What follows belongs to an exercise in optimizing a design on an open flow for small area, a short achievable clock period and few clock cycles per item; a production flow would make more cautious choices.
In this exercise RTL edits were held to simulation tests only and were not proved equivalent to the original.

## flow/design.v (module list and top-level ports; edited modules follow where they fit)
// module tilt_deadband_display_mapper_unit: 1568 lines
module tilt_deadband_display_mapper_unit (
  input  logic                             clk,
  input  logic                             rst,
  input  logic                             sample_valid,
  output logic                             sample_ready,
  input  logic signed [tddm_pkg::IN_W-1:0] sample_accel_x,
  input  logic signed [tddm_pkg::IN_W-1:0] sample_accel_y,
  input  logic signed [tddm_pkg::IN_W-1:0] sample_accel_z,
  input  logic signed [tddm_pkg::IN_W-1:0] sample_gyro_x,
  input  logic signed [tddm_pkg::IN_W-1:0] sample_gyro_y,
  input  logic signed [tddm_pkg::IN_W-1:0] sample_gyro_z,
  output logic                             result_valid,
  input  logic                             result_ready,
  output logic                             result_update,
  output logic [tddm_pkg::COL_W-1:0]       result_bar_end_x,
  output logic [tddm_pkg::COL_W-1:0]       result_bar_end_y,
  output logic [tddm_pkg::COL_W-1:0]       result_bar_end_z,
  output logic [tddm_pkg::COL_W-1:0]       result_roll_marker_col,
  output logic [tddm_pkg::ROW_W-1:0]       result_pitch_marker_row,
  output logic signed [tddm_pkg::ROLL_W-1:0]  result_roll_angle,
  output logic signed [tddm_pkg::PITCH_W-1:0] result_pitch_angle,
  input  logic                             psel,
  input  logic                             penable,
  input  logic                             pwrite,
  input  logic [tddm_pkg::PADDR_W-1:0]     paddr,
  input  logic [tddm_pkg::PDATA_W-1:0]     pwdata,
  output logic [tddm_pkg::PDATA_W-1:0]     prdata,
  output logic                             pready
);
  // ...
==> flow/run.sh <==
#!/bin/bash
# synth_recipe.tcl (not shown) runs the flow's synth.tcl, then flattens the netlist and writes it again
# the make line also repeats each setting of config.mk as NAME=value (left out here)
make -C /OpenROAD-flow-scripts/flow DESIGN_CONFIG=/design/flow/config.mk WORK_HOME=/design/flow/orfs CLKGATE_MAP_FILE= SYNTH_SCRIPT=/design/flow/synth_recipe.tcl finish
==> flow/config.mk <==
export PLATFORM = sky130hd
export DESIGN_NAME = tilt_deadband_display_mapper_unit
export DESIGN_NICKNAME = tilt_deadband_display_mapper_unit
export VERILOG_FILES = /design/flow/design.v
export SDC_FILE = /design/flow/constraint.sdc
export NUM_CORES = 4
export LEC_CHECK = 0
export ABC_AREA = 1
export CAP_MARGIN = 5
export CORE_MARGIN = 2
export CORE_UTILIZATION = 40
export SETUP_SLACK_MARGIN = 5
export SLEW_MARGIN = 5
==> flow/constraint.sdc <==
create_clock -name core_clock -period 11.0 [get_ports {clk}]
set_input_delay 2.2000 -clock core_clock [delete_from_list [all_inputs] [get_ports {clk}]]
set_output_delay 2.2000 -clock core_clock [all_outputs]
set_load 0.01 [all_outputs]
==> flow_results.org, run 1 <==
** Synthesis
- Sequential fraction of the synthesis area :: 0.386
- Count of synthesis-stage warnings from yosys :: 1
- Most numerous cell types in the synthesized netlist :: 5434 x nand2_1, 4397 x inv_1, 3450 x edfxtp_1, 2517 x ha_1, 2176 x a21oi_1
- Of the post-synthesis cell area, the dominant cell type holds 0.374.
- Avg Synthesized Cell Area :: 9.41 um2
- Cell variety after synth :: 95

** Clock tree
- Counting every sink on the clock net gives roughly 3600.
- CTS Hold Buffers Added :: 0
- The number of setup buffers added after CTS is between 90 and 100.
- Clock transition time at the flip-flop clock pins of the worst setup and hold paths :: around 60 ps
- Quantity of gates resized following cts :: between 300 and 400
- Cell at the root of the clock tree :: clkbuf_16

** Detailed routing
- Remaining DRCs :: 0
- Post-detailed-route via-to-cell ratio :: 5.04
- Antenna Nets Post-Route :: 0

** Setup path
- The worst setup path is launched from a flop.
- Buffers & Inverters on Critical Path :: 10

** Finish
- In the finished layout, the clock tree contains a buffer count of between 400 and 500.
- FF+latch area :: between 0.1 and 0.15 mm2
- Of the total standard cell area in the layout, the sequential portion is 0.345.
- Clock-cell share of area :: 0.0426

** STA
- Setup violations remaining at the end of the flow were counted as 0.
- The final count of hold timing violations was 0.

** GRT
- Number of antenna violations at the first check in global routing :: 12
- Across every metal layer, demand over resource in global routing totals 0.191.

** Placement
- Timing analysis after detailed placement gives a worst setup slack of 3630 ps.
- During placement, the flow inserted port buffers numbering 203.

** Worst hold path
- For hold timing, the worst endpoint is gx_q1[6].
- Hold WC Path Type :: flop to flop

** Run status
- The run finished with no timing, DRC or antenna violations.
Testbench counts, summed over its fixed seeds: cycles 2,128, items 1,920.
==> inputs of run 2 (changes only) <==
--- a/flow/design.v
+++ b/flow/design.v
@@ -142,16 +142,23 @@
   logic [5:0] out_row;
   logic signed [14:0] out_roll;
   logic signed [13:0] out_pitch;
   logic upd;
   logic v_m, mp_upd;
   logic signed [23:0] mp_bx, mp_by, mp_bz;
   logic signed [25:0] mp_col;
   logic signed [24:0] mp_row;
+  logic signed [23:0] pr_bx, pr_by, pr_bz;
+  logic signed [25:0] pr_col;
+  logic signed [24:0] pr_row;
+  logic signed [8:0] mh_bx, mh_by, mh_bz;
+  logic signed [11:0] mh_col;
+  logic signed [10:0] mh_row;
+  logic mz_bx, mz_by, mz_bz, mz_col, mz_row;
   logic signed [14:0] mp_roll;
   logic signed [13:0] mp_pitch;
   logic [0:0] rspec_1;
   logic [1:0] rspc_2;
   logic signed [16:0] rx17_3;
   logic signed [16:0] ry17_4;
   logic [1:0] rzc_5;
   logic signed [33:0] rx_6;
@@ -857,16 +864,25 @@
                                          input int ctr, input int lo, input int hi);
     logic signed [25:0] q, vv;
     q = (p + ((p < 0) ? ((26'sd1 <<< sh) - 26'sd1) : 26'sd0)) >>> sh;
     vv = 26'(ctr) + q;
     if (vv < 26'(lo)) vv = 26'(lo);
     else if (vv > 26'(hi)) vv = 26'(hi);
     map_pos = vv[6:0];
   endfunction
+  function automatic logic [6:0] map_hq(input logic signed [11:0] h, input logic nz,
+                                        input int ctr, input int lo, input int hi);
+    logic signed [13:0] q, vv;
+    q = 14'(h) + (((h < 0) && nz) ? 14'sd1 : 14'sd0);
+    vv = 14'(ctr) + q;
+    if (vv < 14'(lo)) vv = 14'(lo);
+    else if (vv > 14'(hi)) vv = 14'(hi);
+    map_hq = vv[6:0];
+  endfunction
   assign pready = 1'b1;
   assign adv = !res_valid || result_ready;
   assign sample_ready = adv;
   always_comb begin
     case (paddr[4:2])
       3'd0: prdata = 32'(gyro_deadband);
       3'd1: prdata = 32'(tilt_deadband);
       3'd2: prdata = 32'(roll_gain);
@@ -1632,33 +1648,43 @@
       pspec_q22 <= pspec_q21;
       pspc_q22 <= pspc_q21;
       rnew_q22 <= rnew_q21;
       pd14_q22 <= pd14_345;
       pd15_q22 <= pd15_350;
       pzacc_q22 <= pzacc_355;
       upd_d      <= upd;
       mp_upd     <= upd_d;
-      mp_bx      <= 24'($signed(prev_gyro_x) * $signed({1'b0, bar_half_width}));
-      mp_by      <= 24'($signed(prev_gyro_y) * $signed({1'b0, bar_half_width}));
-      mp_bz      <= 24'($signed(prev_gyro_z) * $signed({1'b0, bar_half_width}));
-      mp_col     <= 26'($signed(prev_roll) * $signed({1'b0, roll_gain}));
-      mp_row     <= 25'($signed(prev_pitch) * $signed({1'b0, pitch_gain}));
+      mh_bx      <= pr_bx[23:15];
+      mh_by      <= pr_by[23:15];
+      mh_bz      <= pr_bz[23:15];
+      mh_col     <= pr_col[25:14];
+      mh_row     <= pr_row[24:14];
+      mz_bx      <= |pr_bx[14:0];
+      mz_by      <= |pr_by[14:0];
+      mz_bz      <= |pr_bz[14:0];
+      mz_col     <= |pr_col[13:0];
+      mz_row     <= |pr_row[13:0];
       mp_roll    <= prev_roll;
       mp_pitch   <= prev_pitch;
       out_update <= mp_upd;
-      out_bar_x  <= map_pos(26'(mp_bx), 15, 64, 0, 127);
-      out_bar_y  <= map_pos(26'(mp_by), 15, 64, 0, 127);
-      out_bar_z  <= map_pos(26'(mp_bz), 15, 64, 0, 127);
-      out_col    <= map_pos(mp_col, 14, 64, 0, 127);
-      out_row    <= 6'(map_pos(26'(mp_row), 14, 55, 43, 63));
+      out_bar_x  <= map_hq(12'(mh_bx), mz_bx, 64, 0, 127);
+      out_bar_y  <= map_hq(12'(mh_by), mz_by, 64, 0, 127);
+      out_bar_z  <= map_hq(12'(mh_bz), mz_bz, 64, 0, 127);
+      out_col    <= map_hq(mh_col, mz_col, 64, 0, 127);
+      out_row    <= 6'(map_hq(12'(mh_row), mz_row, 55, 43, 63));
       out_roll   <= mp_roll;
       out_pitch  <= mp_pitch;
     end
   end
+  assign pr_bx  = 24'($signed(prev_gyro_x) * $signed({1'b0, bar_half_width}));
+  assign pr_by  = 24'($signed(prev_gyro_y) * $signed({1'b0, bar_half_width}));
+  assign pr_bz  = 24'($signed(prev_gyro_z) * $signed({1'b0, bar_half_width}));
+  assign pr_col = 26'($signed(prev_roll) * $signed({1'b0, roll_gain}));
+  assign pr_row = 25'($signed(prev_pitch) * $signed({1'b0, pitch_gain}));
   assign result_valid            = res_valid;
   assign result_update           = out_update;
   assign result_bar_end_x        = out_bar_x;
   assign result_bar_end_y        = out_bar_y;
   assign result_bar_end_z        = out_bar_z;
   assign result_roll_marker_col  = out_col;
   assign result_pitch_marker_row = out_row;
   assign result_roll_angle       = out_roll;
==> flow/config.mk (replaced) <==
export PLATFORM = sky130hd
export DESIGN_NAME = tilt_deadband_display_mapper_unit
export DESIGN_NICKNAME = tilt_deadband_display_mapper_unit
export VERILOG_FILES = /design/flow/design.v
export SDC_FILE = /design/flow/constraint.sdc
export NUM_CORES = 4
export LEC_CHECK = 0
export ABC_AREA = 1
export CAP_MARGIN = 20
export CORE_MARGIN = 2
export CORE_UTILIZATION = 40
export SETUP_SLACK_MARGIN = 5
export SLEW_MARGIN = 20
==> flow_results.org, run 2 <==
** Setup path
- Critical path depth :: 5 (was 38)
- Max incr delay on CP :: 600 ps (was 630 ps)
- Cell with the largest stage delay on the worst path :: clkdlybuf4s50_1 (was fa_1)
- The register-to-register setup slack is 5030 ps (was 4930 ps).
- CP Data Arrival Time :: 3780 ps (was 7080 ps)
- The critical path capture point was prdata[15] (was prev_pitch[10]).
- The top cell family by delay on the critical path was buffers and inverters (was simple AND/OR/NAND/NOR gates).
- Path type of the worst setup path :: primary input to output pin (was flop to flop)
- Worst reg-to-reg path cell count :: 25 (was 38)
- The origin of the critical flop-to-flop path is in_ay[6] (was pd14_q22).
- The worst reg2reg path endpoint was sq1_q1[28] (was prev_pitch[10]).
- The startpoint type of the worst setup path was a primary input (was flop).
- The top fanout value on the critical path was 17 (was 25).
- Critical Path Sink Type :: output pin (was flop)
- The critical path goes through clkdlybuf4s18_2, nor2_2, nand2_8, nor2_1, clkdlybuf4s50_1.
- The timing startpoint of the critical path is paddr[2] (was pd14_q22).
- The data required time at the worst endpoint was 8800 ps (was 12000 ps).
- Buffers & Inverters on Critical Path :: 2 (was 10)

** STA
- The final worst-path cycle share was 0.543 (was 0.552).
- The worst slew margin relative to its limit is 0.256 (was 0.128).
- Unrepaired setup endpoints after global routing :: yes (unchanged)
- Final Hold Viols :: 0 (unchanged)
- Max Slew Vio Count :: 0 (unchanged)
- The slew at the pin closest to its max-slew limit came to 1120 ps (was 1310 ps).
- Final Setup Violations :: 0 (unchanged)
- Worst clock skew :: 57.4 ps (was 132 ps)
- The fmax is 167 MHz (was 165 MHz).
- Final min period :: 5980 ps (was 6070 ps)

** GRT
- Number of antenna violations at the first check in global routing :: 17 (was 12)
- The residual overflow from global routing is 0 (unchanged).
- The combined global-route utilization of all metal layers is 0.200 (was 0.191).
- The largest net degree at the start of global routing is 205 (was 197).
- Wire length of the first global-routing pass :: 1100 mm (was 1080 mm)
- Vias in the first global route :: 195000 (was 196000)

** Die
- Num ports :: 239 (unchanged)
- Initial core utilization :: 0.401 (about the same)
- Die Y :: 829 um (was 836 um)
- Core box area :: 0.680 mm2 (was 0.690 mm2)
- The width of the die was 829 um (was 836 um).
- The die area came to 0.688 mm2 (was 0.699 mm2).
- Number of rows in the core area :: 303 (was 305)

** Finish
- P&R area growth vs syn :: 12.3% (was 11.8%)
- Final non-filler cell area :: 0.306 mm2 (was 0.309 mm2)
- Proportion of layout cells with a drive suffix above 1 :: 0.0662 (was 0.0687)
- Most common library cell in the layout ignoring fill and taps :: nand2_1 (unchanged)
- The number of nets in the final layout is 33700 (was 33900).
- Commonest cells after routing, fill and taps aside: 5343 x nand2_1, 4294 x inv_1, 3382 x edfxtp_1, 2380 x ha_1, 2119 x a21oi_1 (was 5378 x nand2_1, 4343 x inv_1, 3450 x edfxtp_1, 2456 x ha_1, 2104 x xor2_1).
- Core occupancy in the finished layout :: 0.450 (was 0.449)

** Synthesis
- Number of enable-type register cells in the synthesized netlist :: 3382 (was 3450)
- Leading cell type by number of instances after synthesis :: nand2_1 (unchanged)
- Area share of the leading cell type in the synthesized netlist :: 0.373 (was 0.374)
- Area leader, netlist :: edfxtp_1 (unchanged)
- Post-synth ARST share :: 0 (unchanged)
- Sequential fraction of the synthesis area :: 0.384 (was 0.386)
- The count of synthesis-stage warnings from yosys is 1 (unchanged).
- Area contributors post-synth: edfxtp_1 37%, ha_1 11%, fa_1 9.5%, nand2_1 7.5%, xor2_1 6.7% (was edfxtp_1 37%, ha_1 11%, fa_1 9.4%, nand2_1 7.4%, xor2_1 6.7%).
- The synthesized flop and latch total was 3542 (was 3610).
- Avg Synthesized Cell Area :: 9.32 um2 (was 9.41 um2)
- Most numerous cell types in the synthesized netlist :: 5417 x nand2_1, 4366 x inv_1, 3382 x edfxtp_1, 2451 x ha_1, 2193 x a21oi_1 (was 5434 x nand2_1, 4397 x inv_1, 3450 x edfxtp_1, 2517 x ha_1, 2176 x a21oi_1)
- The most used flip-flop cell after synthesis is edfxtp_1 (unchanged).
- The synthesized area came to 0.273 mm2 (was 0.277 mm2).
- The number of standard cells after synthesis came to 29200 (was 29400).
- Cell variety after synth :: 88 (was 95)

** Placement
- Post-detailed-placement cell area :: 0.285 mm2 (was 0.289 mm2)
- Dpl hpwl :: 561 mm (was 542 mm)
- Placer's final routability congestion estimate :: 0.942 (was 0.928)
- The count of input and output buffers came to 203 (unchanged).

** Worst hold path
- Hold WC Path Type :: flop to flop (unchanged)

** Clock tree
- CTS tree :: built (unchanged)
- Cell at the root of the clock tree :: clkbuf_16 (unchanged)
- Maximum buffer depth of the clock tree :: 4 (unchanged)
- The clock slew seen by the registers of the worst setup and hold paths was 60 ps (about the same).
- Total CTS buffers :: 398 (was 396)
- The clock net sink count was 3542 (was 3610).
- The number of H-tree levels was 5 (unchanged).
- The clock latency of the later-clocked register in the worst-skew pair is 1030 ps (was 1060 ps).

** Detailed routing
- Starting DRT DRC Count :: 13300 (was 13100)
- Drt total wl :: 716 mm (was 693 mm)
- Number of iterations in the first detailed-routing pass :: 6 (was 8)
- Post-detailed-route via-to-cell ratio :: 5.07 (was 5.04)
- DR vias :: 199000 (about the same)
- Per-cell routed wire length :: 18.3 um (was 17.5 um)
- The remaining routing DRC violations is 0 (unchanged).
- Antenna Nets Post-Route :: 0 (unchanged)

** Run status
- Outcome :: complete, no violations (unchanged)

** Run
- Number of max-capacitance violations reported :: 0 (unchanged)
[run 2: layer usage]
layer / vias to the layer above / track usage / share of wire
li1: 98600 / - / -
met1: 95200 / 0.270 / 0.45
met2: 3975 / 0.343 / 0.47
met3: 996 / 0.0171 / 0.040
met4: 2 / 0.0603 / 0.036
met5: - / 0 / 0.0000098
[run 2: cell type report]
class                           count  area, um2
Timing Repair inverter              9       70.1
Inverter                         4401      16700
Sequential cell                  3542     105000
Antenna cell                        7       17.5
Tap cell                         8997      11300
Clock inverter                    261       2950
Timing Repair Buffer              708       7450
Multi-Input combinational cell  20800     152000
Fill cell                       65100     374000
Clock buffer                      473      10300
[run 2: logic make-up (layout without fill, tap and decap cells)]
logic type / Yosys count / count (layout) / synth area share
buffers and inverters: 4923 / 5852 / 0.0688
multiplexers: 3 / 3 / 0.000110
AND/OR/NAND/NOR: 9004 / 9009 / 0.137
other: 2 / 25 / 0.0000276
AO/OA/AOI/OAI: 4804 / 4805 / 0.0982
adder cells (fa/ha/maj): 3749 / 3749 / 0.208
flip-flops: 3542 / 3542 / 0.384
XOR/XNOR: 3213 / 3213 / 0.104
[run 2: metrics by stage]
stage          setup WS, ps  setup TNS, ps  cells  hold slack, ps
2_1_floorplan         -1410          -1410  29300             400
3_5_place_dp           3630              0  38100             405
5_1_grt                4770              0  39200             397
6_report               5020              0  39200             377
3_3_place_gp           3650              0  38100             400
4_1_cts                4880              0  39000             380
[run 2: worst min path at each step]
stage | start | endpoint | slack (ps) | depth (start not counted)
2_1_floorplan | R_q2[0] | R_q3[0] | 400 | 0
3_3_place_gp | gy_q18[11] | gy_q19[11] | 400 | 0
3_5_place_dp | R_q2[6] | R_q3[6] | 400 | 0
4_1_cts | R_q3[0] | R_q4[0] | 380 | 0
5_1_grt | gy_q20[3] | gy_q21[3] | 400 | 0
6_report | gx_q13[7] | gx_q14[7] | 380 | 0
[run 2: repair_timing]
item,CTS,global route
hold buffers,0,0
pin swaps,68,237
endpoints found under the setup margin,538,714
resized for setup,405,781
buffers inserted,136,198
cloned,15,31
Testbench counts of run 2, summed over its fixed seeds: cycles 2,128, items 1,920.

## port drivers added, routing unchanged
Ports are ideal in the flow. The routed layouts listed here were re-timed in OpenROAD.
Step 1 (the two cells are an assumption about what drives the block):
set clk [get_ports {clk}]
set_driving_cell -lib_cell sky130_fd_sc_hd__clkbuf_16 $clk
set_driving_cell -lib_cell sky130_fd_sc_hd__buf_2 [delete_from_list [all_inputs] $clk]
Step 2 adds t to the input delays and takes it off the output delays; t is the mean of the earliest and latest rising clock arrival at the registers after step 1. Input paths then give back, and output paths get back, about the clock's delay inside the block.
Three values: no drivers, after step 1, after step 2; two values: the first two.
run	shift t [ns]	setup WS [ns]	worst hold slack (ns)	worst register clock-pin slew, ns	cell pins on the clock port's net
run 1	1.134	4.926 / 4.926 / 4.883	0.292 / 0.292 / 0.292	0.07 / 0.07	1
run 2	1.127	5.025 / 5.001 / 4.305	0.377 / 0.377 / 0.377	0.08 / 0.08	1
After both steps every run listed still meets setup and hold. The setup slack of run 2, which loses most, moves by -0.024 ns with the drivers and by -0.720 ns with both steps.
